Context: an optimization exercise on an open-source flow, tuned for small area. The choices shown serve that exercise and are no tape-out recipe. At most, simulation tests tie the RTL to the original design; equivalence was not proved. No driver is modelled on the clock port, so clock power and skew are understated where the tree is cut down; a real chip needs a root buffer or a tree. Power is estimated from default activity; no workload was simulated.

Setup of oak:
==> flow/design.v (excerpt) <==
module banner_scroller (
    input  logic              clk,
    input  logic              rst_n,
    input  logic              enable,
    input  logic              scroll_tick,
    output logic [ADDR_W-1:0] rom_addr,
    input  logic [WORD_W-1:0] rom_data,
    output logic              row_valid,
    input  logic              row_ready,
    output logic [3:0]        row_idx,
    output logic [WIN_W-1:0]  row_pixels,
    output logic              frame_done,
    output logic [OFF_W-1:0]  offset
);
    logic             st1_q, st0_q;
    logic [3:0]       idx_q;
    logic [WIN_W-1:0] pix_q;
    logic             fd_q;
    logic [OFF_W-1:0] off_q;
    logic             pend_q;
    logic [WIN_W-1:0] pix_d;
    banner_window_extract u_extract (
        .rom_data (rom_data),
        .offset   (off_q),
        .load     (st1_q & st0_q),
        .pix_q    (pix_q),
        .pix_d    (pix_d)
    );
    wire present = st1_q & ~st0_q;
    wire accept  = present & row_ready;
    wire last    = &idx_q[3:1];
    wire fend    = accept & last;
    wire ostep = fend & pend_q;
    wire off_wrap = off_q[6] & off_q[3] & off_q[2] & off_q[1];
    always_ff @(posedge clk) begin
        pix_q <= pix_d;
    end
    always_ff @(posedge clk) begin
        if (!rst_n) begin
            st1_q  <= 1'b0;
            st0_q  <= 1'b0;
            idx_q  <= '0;
            fd_q   <= 1'b0;
            off_q  <= '0;
            pend_q <= 1'b0;
  ...
For scale: roughly 370 cells after synthesis.
==> module banner_scroller, before the edit <==
module banner_scroller (
    input  logic              clk,
    input  logic              rst_n,
    input  logic              enable,
    input  logic              scroll_tick,
    output logic [ADDR_W-1:0] rom_addr,
    input  logic [WORD_W-1:0] rom_data,
    output logic              row_valid,
    input  logic              row_ready,
    output logic [3:0]        row_idx,
    output logic [WIN_W-1:0]  row_pixels,
    output logic              frame_done,
    output logic [OFF_W-1:0]  offset
);
    logic             st1_q, st0_q;
    logic [3:0]       idx_q;
    logic [WIN_W-1:0] pix_q;
    logic             fd_q;
    logic [OFF_W-1:0] off_q;
    logic             pend_q;
    logic [WIN_W-1:0] pix_d;
    banner_window_extract u_extract (
        .rom_data (rom_data),
        .offset   (off_q),
        .load     (st1_q & st0_q),
        .pix_q    (pix_q),
        .pix_d    (pix_d)
    );
    wire present = st1_q & ~st0_q;
    wire accept  = present & row_ready;
    wire last    = &idx_q[3:1];
    wire fend    = accept & last;
    wire ostep = fend & pend_q;
    wire off_wrap = off_q[6] & off_q[3] & off_q[2] & off_q[1];
    always_ff @(posedge clk) begin
        pix_q <= pix_d;
    end
    always_ff @(posedge clk) begin
        if (!rst_n) begin
            st1_q  <= 1'b0;
            st0_q  <= 1'b0;
            idx_q  <= '0;
            fd_q   <= 1'b0;
            off_q  <= '0;
            pend_q <= 1'b0;
        end else begin
            st1_q  <= st0_q | (st1_q & ~row_ready);
            st0_q  <= st1_q ? (~st0_q & row_ready & enable) : (st0_q | enable);
            fd_q   <= fend;
            pend_q <= scroll_tick | (pend_q & ~fend);
            idx_q[0] <= idx_q[0] ^ (accept & ~last);
            idx_q[1] <= ~fend & (idx_q[1] ^ (accept & idx_q[0]));
            idx_q[2] <= ~fend & (idx_q[2] ^ (accept & idx_q[0] & idx_q[1]));
            idx_q[3] <= ~fend & (idx_q[3] ^ (accept & idx_q[0] & idx_q[1] & idx_q[2]));
            off_q[0] <= off_q[0] ^ (ostep & ~off_wrap);
            off_q[1] <= ~(ostep & off_wrap) & (off_q[1] ^ (ostep & off_q[0]));
            off_q[2] <= ~(ostep & off_wrap) & (off_q[2] ^ (ostep & (&off_q[1:0])));
            off_q[3] <= ~(ostep & off_wrap) & (off_q[3] ^ (ostep & (&off_q[2:0])));
            off_q[4] <= off_q[4] ^ (ostep & (&off_q[3:0]));
            off_q[5] <= off_q[5] ^ (ostep & (&off_q[4:0]));
            off_q[6] <= ~(ostep & off_wrap) & (off_q[6] ^ (ostep & (&off_q[5:0])));
        end
    end
    assign rom_addr   = {1'b0, idx_q};
    assign row_valid  = present;
    assign row_idx    = idx_q;
    assign row_pixels = pix_q;
    assign frame_done = fd_q;
    assign offset     = off_q;
endmodule
export LEC_CHECK = 0
export ABC_AREA = 1
export CAP_MARGIN = 5
export CORE_MARGIN = 2
export CORE_UTILIZATION = 60
export SLEW_MARGIN = 5
export SYNTH_HIERARCHICAL = 1
create_clock -name core_clock -period 7.0 [get_ports {clk}]
standard.sh (not shown) runs the stock make flow with config.mk's settings and CLKGATE_MAP_FILE= SYNTH_SCRIPT=/design/flow/synth_recipe.tcl, a recipe that flattens the netlist after the stock synthesis.
==> flow/flow/run.sh <==
#!/bin/bash
# Own layout flow: the standard ORFS flow (standard.sh) on a copy of ORFS's scripts, with
# these changes:
#  - ABC maps for area (amap) instead of ORFS's delay-driven "map -B 0.9" area script;
#  - port buffering uses the smallest buffer (buf_1) instead of the default choice;
#  - the clock tree is built by flow/mancts.tcl instead of clock_tree_synthesis: the clock
#    port drives a few leaf clock buffers, each driving one cluster of nearby registers.
# Every tool's output goes to ORFS's own per-step logs under orfs/logs, plus standard.log here.
set -euo pipefail
W=$PWD
CTS_LEAVES=3
CTS_BUF=sky130_fd_sc_hd__clkbuf_8
rm -rf "$W/scripts"
cp -r "$FLOW_HOME/scripts" "$W/scripts"
cp "$W/flow/abc_area.script" "$W/scripts/abc_area.script"
python3 - "$W/scripts/cts.tcl" "$W/flow/mancts.tcl" "$CTS_LEAVES" "$CTS_BUF" <<'PY'
import sys
path, man, n, buf = sys.argv[1:]
src = open(path).read()
old = "log_cmd clock_tree_synthesis {*}$cts_args"
assert src.count(old) == 1
src = src.replace(old, f"source {man}\nbench_manual_cts {n} {buf}\nset_propagated_clock [all_clocks]")
open(path, "w").write(src)
PY
export SCRIPTS_DIR="$W/scripts"
export BUFFER_PORTS_ARGS="-buffer_cell sky130_fd_sc_hd__buf_1"
bash "$W/standard.sh" > "$W/standard.log" 2>&1
Other scripts of this flow, unchanged in this note and not shown: flow/flow/abc_area.script, flow/flow/mancts.tcl
oak | stages: all done | timing, DRC, antenna: all pass
Changes in pine relative to oak:
-- flow/design.v --
<<< oak, line 586
    wire last    = &idx_q[3:1];
    wire fend    = accept & last;
    wire ostep = fend & pend_q;
    wire off_wrap = off_q[6] & off_q[3] & off_q[2] & off_q[1];
    always_ff @(posedge clk) begin
>>> pine, line 586
    wire last    = &idx_q[3:1];
    wire fend    = accept & last;
    wire off_wrap = off_q[6] & off_q[3] & off_q[2] & off_q[1];
    always_ff @(posedge clk) begin
<<< oak, line 604
            fd_q   <= fend;
            pend_q <= scroll_tick | (pend_q & ~fend);
            idx_q[0] <= idx_q[0] ^ (accept & ~last);
            idx_q[1] <= ~fend & (idx_q[1] ^ (accept & idx_q[0]));
            idx_q[2] <= ~fend & (idx_q[2] ^ (accept & idx_q[0] & idx_q[1]));
            idx_q[3] <= ~fend & (idx_q[3] ^ (accept & idx_q[0] & idx_q[1] & idx_q[2]));
            off_q[0] <= off_q[0] ^ (ostep & ~off_wrap);
            off_q[1] <= ~(ostep & off_wrap) & (off_q[1] ^ (ostep & off_q[0]));
            off_q[2] <= ~(ostep & off_wrap) & (off_q[2] ^ (ostep & (&off_q[1:0])));
            off_q[3] <= ~(ostep & off_wrap) & (off_q[3] ^ (ostep & (&off_q[2:0])));
            off_q[4] <= off_q[4] ^ (ostep & (&off_q[3:0]));
            off_q[5] <= off_q[5] ^ (ostep & (&off_q[4:0]));
            off_q[6] <= ~(ostep & off_wrap) & (off_q[6] ^ (ostep & (&off_q[5:0])));
        end
    end
>>> pine, line 603
            fd_q   <= fend;
            pend_q <= scroll_tick | (pend_q & ~fend);
            if (accept) idx_q <= last ? 4'd0 : idx_q + 4'd1;
            if (fend & pend_q) off_q <= off_wrap ? '0 : off_q + 7'd1;
        end
    end
--- outcome ---
pine reached the final stage; the timing, design-rule and antenna checks on its layout passed.
Delta (pine minus oak): final cell utilization of the core fell 0.76 points; total detailed-routing wirelength saw an increase; starting density of the core flat; final cell area excluding filler cells fell by about 0.4%.
| critical path depth | pine vs oak | 1 lower |
Against oak as the reference, pine delivers a lower synthesis-to-finish area growth.
Looking at placeable core region across both flows, pine is the weaker of the two, with oak ahead.
Most utilized layer in the global route result: met2 -> pine, met1 -> oak
oak and pine ended up with roughly the same switching share of power.
Higher count of multi-input combinational gates was reported by pine, not oak.
As far as sequential share of layout area is concerned, pine and oak perform about the same.
Compared pine against oak; fraction of power consumed by the clock network within noise.
Overall power of the completed layout delta for pine relative to oak: 0.0029 mW higher
Compared with oak, pine shows a higher post-layout minimum cycle time.
Comparing pine with oak, the via count came out essentially unchanged.
Function not checked in pine: the RTL went through the layout flow alone. In every run of this note, the design's own scripts or RTL, not TritonCTS, make the clock network.

==> what the ideal ports hide <==
The flow's constraints put no driver on any port. The routed layouts listed below were extracted and timed again, unchanged, in two steps.
Step 1: set_driving_cell puts a clkbuf_16 on clk and a buf_2 on each other input, an assumption about the parent block.
Step 2 times the ports against the registers' clock, not the clock port: input delays grow and output delays shrink by t, the midpoint of the rising clock arrivals with the driver on.
Slacks: ideal ports / drivers / drivers and shift; pairs: ideal ports / drivers.
| run | t, ns | setup slack, ns | worst setup path at the end | slew at the worst register clock pin (ns) | pins driven straight from the clock port |
|---|---|---|---|---|---|
| oak | 0.193 | 3.338 / 3.338 / 3.338 | register to register | 0.11 / 0.11 | 3 |
| pine | 0.194 | 2.659 / 2.659 / 2.659 | register to register | 0.10 / 0.10 | 3 |
After both steps every run listed still meets setup and hold.
